This is an optimization exercise on Yosys and OpenROAD, whose aim is small area, a short achievable clock period and few clock cycles per item, not a production implementation.
Function was checked by simulation only, so behaviour that the tests miss may differ from the original.
Power figures rest on the tool's default switching activity, not on a simulated workload.

==> flow/run.sh <==
#!/bin/bash
# synth_recipe.tcl (not shown) runs the flow's synth.tcl, then flattens the netlist and writes it again
# the make line also repeats each setting of config.mk as NAME=value (left out here)
make -C /OpenROAD-flow-scripts/flow DESIGN_CONFIG=/design/flow/config.mk WORK_HOME=/design/flow/orfs CLKGATE_MAP_FILE= SYNTH_SCRIPT=/design/flow/synth_recipe.tcl finish
==> flow/config.mk <==
export PLATFORM = sky130hd
export DESIGN_NAME = preemptive_priority_scheduler
export DESIGN_NICKNAME = preemptive_priority_scheduler
export VERILOG_FILES = /design/flow/design.v
export SDC_FILE = /design/flow/constraint.sdc
export NUM_CORES = 4
export LEC_CHECK = 0
export CAP_MARGIN = 20
export CORE_MARGIN = 2
export CORE_UTILIZATION = 40
export SLEW_MARGIN = 20
==> flow/constraint.sdc <==
create_clock -name core_clock -period 6.0 [get_ports {clock}]
set_input_delay 1.2000 -clock core_clock [delete_from_list [all_inputs] [get_ports {clock}]]
set_output_delay 1.2000 -clock core_clock [all_outputs]
set_load 0.01 [all_outputs]
==> flow/design.v <==
`default_nettype none
package spp_pkg;
   localparam int SLOTS  = 16;
   localparam int SLOT_W = (SLOTS > 1) ? $clog2(SLOTS) : 1;
   localparam logic OP_ADMIT = 1'b0;
   localparam logic OP_TICK  = 1'b1;
   localparam logic [1:0] KIND_DONE = 2'd0;
   localparam logic [1:0] KIND_FULL = 2'd1;
   localparam logic [1:0] KIND_ZERO = 2'd2;
   typedef struct packed {
      logic        op;
      logic [7:0]  task_id;
      logic [7:0]  task_priority;
      logic [15:0] burst_len;
   } req_type;
   typedef struct packed {
      logic [1:0]  kind;
      logic [7:0]  done_id;
      logic [31:0] done_at;
      logic [31:0] turnaround;
      logic [31:0] waiting_time;
   } rsp_type;
   typedef struct packed {
      logic [7:0]  task_id;
      logic [7:0]  priority_num;
      logic [31:0] arrival;
      logic [15:0] remaining;
      logic [15:0] burst;
   } slot_type;
   typedef struct packed {
      logic [7:0]  priority_num;
      logic [31:0] arrival;
   } key_type;
endpackage
`default_nettype wire
`default_nettype none
module spp_slot_ram(
   input  wire                   clock,
   input  wire                   wr_en,
   input  wire [spp_pkg::SLOT_W-1:0] wr_addr,
   input  wire spp_pkg::slot_type wr_data,
   input  wire [spp_pkg::SLOT_W-1:0] rd_addr,
   output spp_pkg::slot_type     rd_data
);
   logic [79:0] mem [0:spp_pkg::SLOTS-1];
   logic [79:0] rd_data_ff;
   always_ff @(posedge clock) begin
      if (wr_en) begin
         mem[wr_addr] <= wr_data;
      end
      rd_data_ff <= mem[rd_addr];
   end
   assign rd_data = rd_data_ff;
endmodule
`default_nettype wire
`default_nettype none
module spp_cmp(
   input  wire spp_pkg::key_type cand_key,
   input  wire spp_pkg::key_type best_key,
   input  wire              best_found,
   output logic             take
);
   always_comb begin
      take = !best_found
          || (cand_key.priority_num < best_key.priority_num)
          || ((cand_key.priority_num == best_key.priority_num)
              && (cand_key.arrival < best_key.arrival));
   end
endmodule
`default_nettype wire
`default_nettype none
module preemptive_priority_scheduler(
   input  wire              clock,
   input  wire              reset,
   input  wire              start,
   output logic             busy,
   input  wire [32:0]       req_data,
   output logic             rsp_valid,
   output logic [105:0]     rsp_data
);
   spp_pkg::req_type           req_in_beat;
   assign req_in_beat = spp_pkg::req_type'(req_data);
   typedef enum logic [2:0] {
      ST_IDLE,
      ST_SCAN,
      ST_LAST,
      ST_APPLY,
      ST_EMIT
   } state_type;
   state_type         state_ff, state_in;
   spp_pkg::req_type           req_ff, req_in;
   logic [spp_pkg::SLOT_W-1:0] idx_ff, idx_in;
   logic              cmp_vld_ff, cmp_vld_in;
   logic [spp_pkg::SLOT_W-1:0] cmp_idx_ff, cmp_idx_in;
   logic              best_found_ff, best_found_in;
   logic [spp_pkg::SLOT_W-1:0] best_idx_ff, best_idx_in;
   spp_pkg::slot_type          best_ff, best_in;
   logic              free_found_ff, free_found_in;
   logic [spp_pkg::SLOT_W-1:0] free_idx_ff, free_idx_in;
   logic [spp_pkg::SLOTS-1:0]  valid_ff, valid_in;
   logic [31:0]       now_ff, now_in;
   logic [31:0]       tat_ff, tat_in;
   logic              rsp_valid_ff, rsp_valid_in;
   spp_pkg::rsp_type           rsp_ff, rsp_in;
   logic              wr_en;
   logic [spp_pkg::SLOT_W-1:0] wr_addr;
   spp_pkg::slot_type          wr_data;
   spp_pkg::slot_type          rd_data;
   spp_pkg::key_type           cand_key;
   spp_pkg::key_type           best_key;
   logic              take;
   logic [15:0]       rem_next;
   spp_slot_ram u_ram (
      .clock   (clock),
      .wr_en   (wr_en),
      .wr_addr (wr_addr),
      .wr_data (wr_data),
      .rd_addr (idx_ff),
      .rd_data (rd_data)
   );
   assign cand_key = {rd_data.priority_num, rd_data.arrival};
   assign best_key = {best_ff.priority_num, best_ff.arrival};
   spp_cmp u_cmp (
      .cand_key   (cand_key),
      .best_key   (best_key),
      .best_found (best_found_ff),
      .take       (take)
   );
   assign rem_next = best_ff.remaining - 16'd1;
   always_comb begin
      state_in      = state_ff;
      req_in        = req_ff;
      idx_in        = idx_ff;
      cmp_vld_in    = 1'b0;
      cmp_idx_in    = cmp_idx_ff;
      best_found_in = best_found_ff;
      best_idx_in   = best_idx_ff;
      best_in       = best_ff;
      free_found_in = free_found_ff;
      free_idx_in   = free_idx_ff;
      valid_in      = valid_ff;
      now_in        = now_ff;
      tat_in        = tat_ff;
      rsp_valid_in  = 1'b0;
      rsp_in        = rsp_ff;
      wr_en         = 1'b0;
      wr_addr       = free_idx_ff;
      wr_data.task_id      = req_ff.task_id;
      wr_data.priority_num = req_ff.task_priority;
      wr_data.arrival      = now_ff;
      wr_data.remaining    = req_ff.burst_len;
      wr_data.burst        = req_ff.burst_len;
      if (cmp_vld_ff && (req_ff.op == spp_pkg::OP_TICK) && valid_ff[cmp_idx_ff] && take) begin
         best_found_in = 1'b1;
         best_idx_in   = cmp_idx_ff;
         best_in       = rd_data;
      end
      unique case (state_ff)
         ST_IDLE: begin
            if (start) begin
               req_in        = req_in_beat;
               idx_in        = '0;
               best_found_in = 1'b0;
               free_found_in = 1'b0;
               state_in      = ST_SCAN;
            end
         end
         ST_SCAN: begin
            cmp_vld_in = 1'b1;
            cmp_idx_in = idx_ff;
            if (!valid_ff[idx_ff] && !free_found_ff) begin
               free_found_in = 1'b1;
               free_idx_in   = idx_ff;
            end
            if (idx_ff == spp_pkg::SLOT_W'(spp_pkg::SLOTS - 1)) begin
               state_in = ST_LAST;
            end else begin
               idx_in = idx_ff + spp_pkg::SLOT_W'(1);
            end
         end
         ST_LAST: begin
            state_in = ST_APPLY;
         end
         ST_APPLY: begin
            state_in = ST_IDLE;
            if (req_ff.op == spp_pkg::OP_ADMIT) begin
               rsp_in.done_id      = req_ff.task_id;
               rsp_in.done_at      = '0;
               rsp_in.turnaround   = '0;
               rsp_in.waiting_time = '0;
               if (req_ff.burst_len == 16'd0) begin
                  rsp_valid_in = 1'b1;
                  rsp_in.kind  = spp_pkg::KIND_ZERO;
               end else if (!free_found_ff) begin
                  rsp_valid_in = 1'b1;
                  rsp_in.kind  = spp_pkg::KIND_FULL;
               end else begin
                  wr_en                 = 1'b1;
                  valid_in[free_idx_ff] = 1'b1;
               end
            end else begin
               now_in = now_ff + 32'd1;
               if (best_found_ff) begin
                  wr_en     = 1'b1;
                  wr_addr   = best_idx_ff;
                  wr_data   = best_ff;
                  wr_data.remaining = rem_next;
                  if (rem_next == 16'd0) begin
                     valid_in[best_idx_ff] = 1'b0;
                     tat_in   = now_ff + 32'd1 - best_ff.arrival;
                     state_in = ST_EMIT;
                  end
               end
            end
         end
         ST_EMIT: begin
            rsp_valid_in        = 1'b1;
            rsp_in.kind         = spp_pkg::KIND_DONE;
            rsp_in.done_id      = best_ff.task_id;
            rsp_in.done_at      = now_ff;
            rsp_in.turnaround   = tat_ff;
            rsp_in.waiting_time = tat_ff - {16'd0, best_ff.burst};
            state_in            = ST_IDLE;
         end
         default: begin
            state_in = ST_IDLE;
         end
      endcase
   end
   always_ff @(posedge clock) begin
      if (reset) begin
         state_ff     <= ST_IDLE;
         cmp_vld_ff   <= 1'b0;
         valid_ff     <= '0;
         now_ff       <= '0;
         rsp_valid_ff <= 1'b0;
      end else begin
         state_ff     <= state_in;
         cmp_vld_ff   <= cmp_vld_in;
         valid_ff     <= valid_in;
         now_ff       <= now_in;
         rsp_valid_ff <= rsp_valid_in;
      end
      req_ff        <= req_in;
      idx_ff        <= idx_in;
      cmp_idx_ff    <= cmp_idx_in;
      best_found_ff <= best_found_in;
      best_idx_ff   <= best_idx_in;
      best_ff       <= best_in;
      free_found_ff <= free_found_in;
      free_idx_ff   <= free_idx_in;
      tat_ff        <= tat_in;
      rsp_ff        <= rsp_in;
   end
   assign busy      = (state_ff != ST_IDLE);
   assign rsp_valid = rsp_valid_ff;
   assign rsp_data  = 106'(rsp_ff);
endmodule
`default_nettype wire
==> run summary <==
worst register-to-register path, stage by stage, from the launching register on:
cell,delay [ns]
dfxtp_1,0.47
ha_1,0.27
and3_1,0.20
and3_1,0.21
nand3_1,0.23
nor3_2,0.41
nand2_1,0.12
xnor2_1,0.15
ha_1,0.35
a211oi_1,0.23
o21bai_1,0.13
a21o_1,0.20
a21oi_1,0.17
a31oi_1,0.24
a221oi_1,0.57
o21ai_0,0.18
a211oi_1,0.21
cell type report:
type	instances	area, sq um
diodes	3	7.51
repair buffers	253	2470
fillers	13888	88100
well taps	2189	2740
multi-input cells	1547	16600
inverters	86	323
clock inverters	95	987
flip-flops and latches	1682	49200
clock buffers	229	4760
layout by cell type (no fill, tap or decap), types with 7 or more instances in the layout:
cell type        count
clkbuf_8            11
clkbuf_16          178
and3_1              76
nor2_1             139
inv_6                7
dfxtp_1            133
clkinv_1            22
nand2_1            198
buf_12              16
inv_1               85
a21o_1              24
nand4_1             12
and2_1              12
o21a_1              13
clkinvlp_4           7
o21ai_0             84
mux4_2             409
o211ai_1             8
xnor2_1             64
nor3_1              27
clkinv_2            35
a211oi_1             8
nor2b_1             18
or3_1               12
o21ai_1             16
o21ai_2             16
xor2_1              58
clkdlybuf4s50_1    142
nor4_1              13
clkbuf_1            40
bufinv_16           16
a31oi_1             11
buf_4               91
edfxtp_1          1548
nand2b_1            11
a21oi_1             62
nand3_1             44
nor2_4              19
ha_1                98
final timing paths:
kind,startpoint,end,slack (ns),cells past startpoint
max,now_ff[0],tat_ff[31],1.49,16
min,u_ram.rd_data_ff[3],best_ff[3],0.40,0
max reg2reg,now_ff[0],tat_ff[31],1.49,16
min reg2reg,u_ram.rd_data_ff[3],best_ff[3],0.40,0
logic make-up after synthesis:
kind of cell	after synthesis	share of synthesized area (%)
muxes	413	13.9
adders and majority gates	100	1.90
xor gates and xnor gates	122	1.61
and+or+nand+nor	610	4.36
buffers and inverters	246	1.49
AOI/OAI and AO/OA	302	2.85
DFF	1682	73.9
power breakdown:
part           switching, uW  internal (uW)
registers                119          13000
clock network           4530           6290
logic                    887            859
synth_stat cells, types with 3 or more instances:
| cell type | number |
|---|---|
| nand4_1 | 12 |
| and3_1 | 76 |
| o41ai_1 | 3 |
| buf_2 | 32 |
| edfxtp_1 | 1548 |
| o21ai_0 | 113 |
| nand2_1 | 200 |
| ha_1 | 98 |
| a31oi_1 | 11 |
| a21boi_0 | 4 |
| inv_1 | 86 |
| a211oi_1 | 8 |
| or4_1 | 3 |
| o31a_1 | 3 |
| o31ai_1 | 4 |
| or3_1 | 12 |
| clkbuf_1 | 103 |
| nand3b_1 | 6 |
| o211ai_1 | 8 |
| a2111oi_0 | 4 |
| o21bai_1 | 6 |
| o21ai_1 | 5 |
| a21o_1 | 24 |
| nand4b_1 | 4 |
| nand3_1 | 44 |
| nor3_1 | 27 |
| nor4_1 | 13 |
| and2_1 | 12 |
| dfxtp_1 | 134 |
| a22o_1 | 3 |
| a21oi_1 | 62 |
| xor2_1 | 58 |
| a32oi_1 | 5 |
| nand2b_1 | 11 |
| o31ai_2 | 3 |
| buf_1 | 19 |
| xnor2_1 | 64 |
| o21a_1 | 13 |
| mux4_2 | 409 |
| nor2_1 | 157 |
| nor2b_1 | 18 |
flip-flops by register name, summed over array words and instances, names as in the netlist:
register,flops
req_ff,33
valid_ff,16
cmp_vld_ff,1
best_found_ff,1
idx_ff,4
rsp_valid_ff,1
u_ram.rd_data_ff,80
free_idx_ff,4
cmp_idx_ff,4
rsp_ff,106
best_ff,80
tat_ff,32
state_ff,3
free_found_ff,1
u_ram.mem,1280
best_idx_ff,4
now_ff,32
metrics by stage:
stage	hold WS, ns	setup WS, ns	util [%]
floorplan	0.386	0.132	-
global placement	0.386	1.56	43.1
detailed placement	0.389	1.49	43.1
CTS	0.397	1.49	46.6
global route	0.404	1.18	46.7
finish	0.400	1.49	46.7
metal layers:
layer	part of all wire [%]	vias to the layer above	routed length, microns
met1	45	17924	75700
li1	-	14535	-
met5	0	-	0
met4	2.0	0	3300
met2	46	1221	77700
met3	6.5	216	10800
==> results.yml <==
drt:
  viasPerCell: 5.57
  wirelength_microns: 168000
  vias: 33896
  drtAntennaViolNets: 0
  post_drt_wl_per_cell_microns: 27.5
  dr.first_iter.drc_count: 3721
  drt-pass1-iter-count: 5
  route.detailed.drc: 0
clock_tree:
  cts_tree: "built"
  h-tree-depth: 4
  cts.reportedPaths.clkPinSlew_ns: 0.06
  cts_hold_buffers: 0
  cts_buffer_depth: 3
  clock_sinks: 1682
  clock-root-buffer: "clkbuf_16"
  cts_made_buffers: 174
  cts_setup_buffers: 0
  clk_latency_ns: 0.81
  cts_resized: 0
die:
  dieArea_sq_mm: 0.170
  core_region_area_sq_mm: 0.165
  die_w_microns: 412
  start_util_pct: 40.3
  ios: 144
  die_h_microns: 412
  rows: 149
logic_synthesis:
  yosysSeqAreaShare_pct: 73.9
  synthDominantCellAreaShare_pct: 69.9
  ys.flop_type: "edfxtp_1"
  synthesis.area_sq_mm: 0.0665
  synth_area_leaders: "edfxtp_1, mux4_2, dfxtp_1, ha_1, nand2_1"
  synth.distinct_cells: 78
  synth_top_area_cell: "edfxtp_1"
  yosysWarnings: 3
  syn_nets: 3611
  synth_async_sr_flop_share_pct: 0
  avgSynthCellArea_sq_um: 19.1
  ys_ff_latch: 1682
  synth_edf_count: 1548
  synthCells: 3475
setup_path:
  worstPathArrival_ns: 5.15
  cp_slowest_stage_delay_ns: 0.57
  path_class: "flip-flop to flip-flop"
  cp_cell_sequence: "ha_1 > and3_1 > and3_1 > nand3_1 > nor3_2 > nand2_1 > xnor2_1 > ha_1 > a211oi_1 > o21bai_1 > a21o_1 > a21oi_1 > a31oi_1 > a221oi_1 > o21ai_0 > a211oi_1"
  critical_path.top_delay_family: "compound AO/OA/AOI/OAI gates"
  critPathLaunchType: "flip-flop"
  path_max_fanout: 7
  cp_slowest_cell: "a221oi_1"
  endpoint_kind: "flip-flop"
  crit_buf_inv: 0
  cp.required_ns: 6.63
timing:
  worstMarginPinSlew_ns: 1.12
  final.min_clock_period_ns: 4.51
  clock.fmax_mhz: 222
  period_share_pct: 75.2
  hold_viol_final: 0
  fin_worst_skew_ns: 0.0362
  rsz0062_at_grt: "false"
  slew_headroom_pct: 24.3
  maxSlewViolCount: 0
  finalSetupTns_ns: 0
  finalSetupViolCount: 0
power_and_ir_drop:
  power_leakage_uw: 0.0253
  power.density_mw_per_mm2: 333
  peakVddDrop_mv: 0.306
  power_uw: 25600
placed_design:
  placed_area_sq_mm: 0.0712
  dp_cells: 5752
  gp_congestion: 0.827
  dp_hpwl_microns: 96600
  portBuffers: 143
layout:
  fin_cells: 6084
  fin_nets: 3880
  design_area_sq_mm: 0.0771
  area_growth_pct: 15.8
  drive_above_1_share_pct: 21.6
worst_hold_path:
  worst_hold_path_type: "flip-flop to flip-flop"
global_routing:
  grt_pass1_vias: 33708
  grt_max_degree: 101
  grt_util_met1_pct: 29.7
  antenna_found_initial: 8
  use_met2_pct: 30.1
  grt_first_pass_wirelength_microns: 242000
  overflow: 0
  grtUsageMet3_pct: 3.04
  track_usage_pct: 19.7
  busiest_layer: "met2"
job:
  maxCapViolations: 0
status:
  status: "timing/DRC/antenna clean"
Testbench counts, summed over its fixed seeds: cycles 229,340, beats 12,000.

-- afterwards: timing with drivers on the ports --
The results above use ideal ports. As a check the final layout listed here was re-extracted and re-timed, cells and wires unchanged. Step 1 (the two cells are an assumption about what drives the block):
set clk [get_ports {clock}]
set_driving_cell -lib_cell sky130_fd_sc_hd__clkbuf_16 $clk
set_driving_cell -lib_cell sky130_fd_sc_hd__buf_2 [delete_from_list [all_inputs] $clk]
Step 2, shift: input delay + t, output delay - t, t = (earliest + latest rising clock arrival at the registers) / 2. This alone moves slack from input paths to output paths. Slacks: ideal / step 1 / step 2; pairs: ideal / step 1.
shift t [ns]: 0.876
setup WS [ns]: 1.487 / 1.487 / 1.487
worst setup path at the end: register to register
cell pins on the clock port's net: 1
After both steps setup and hold are still met in this run. The setup slack of this run moves by 0.000 ns with the drivers and by 0.000 ns with both steps.
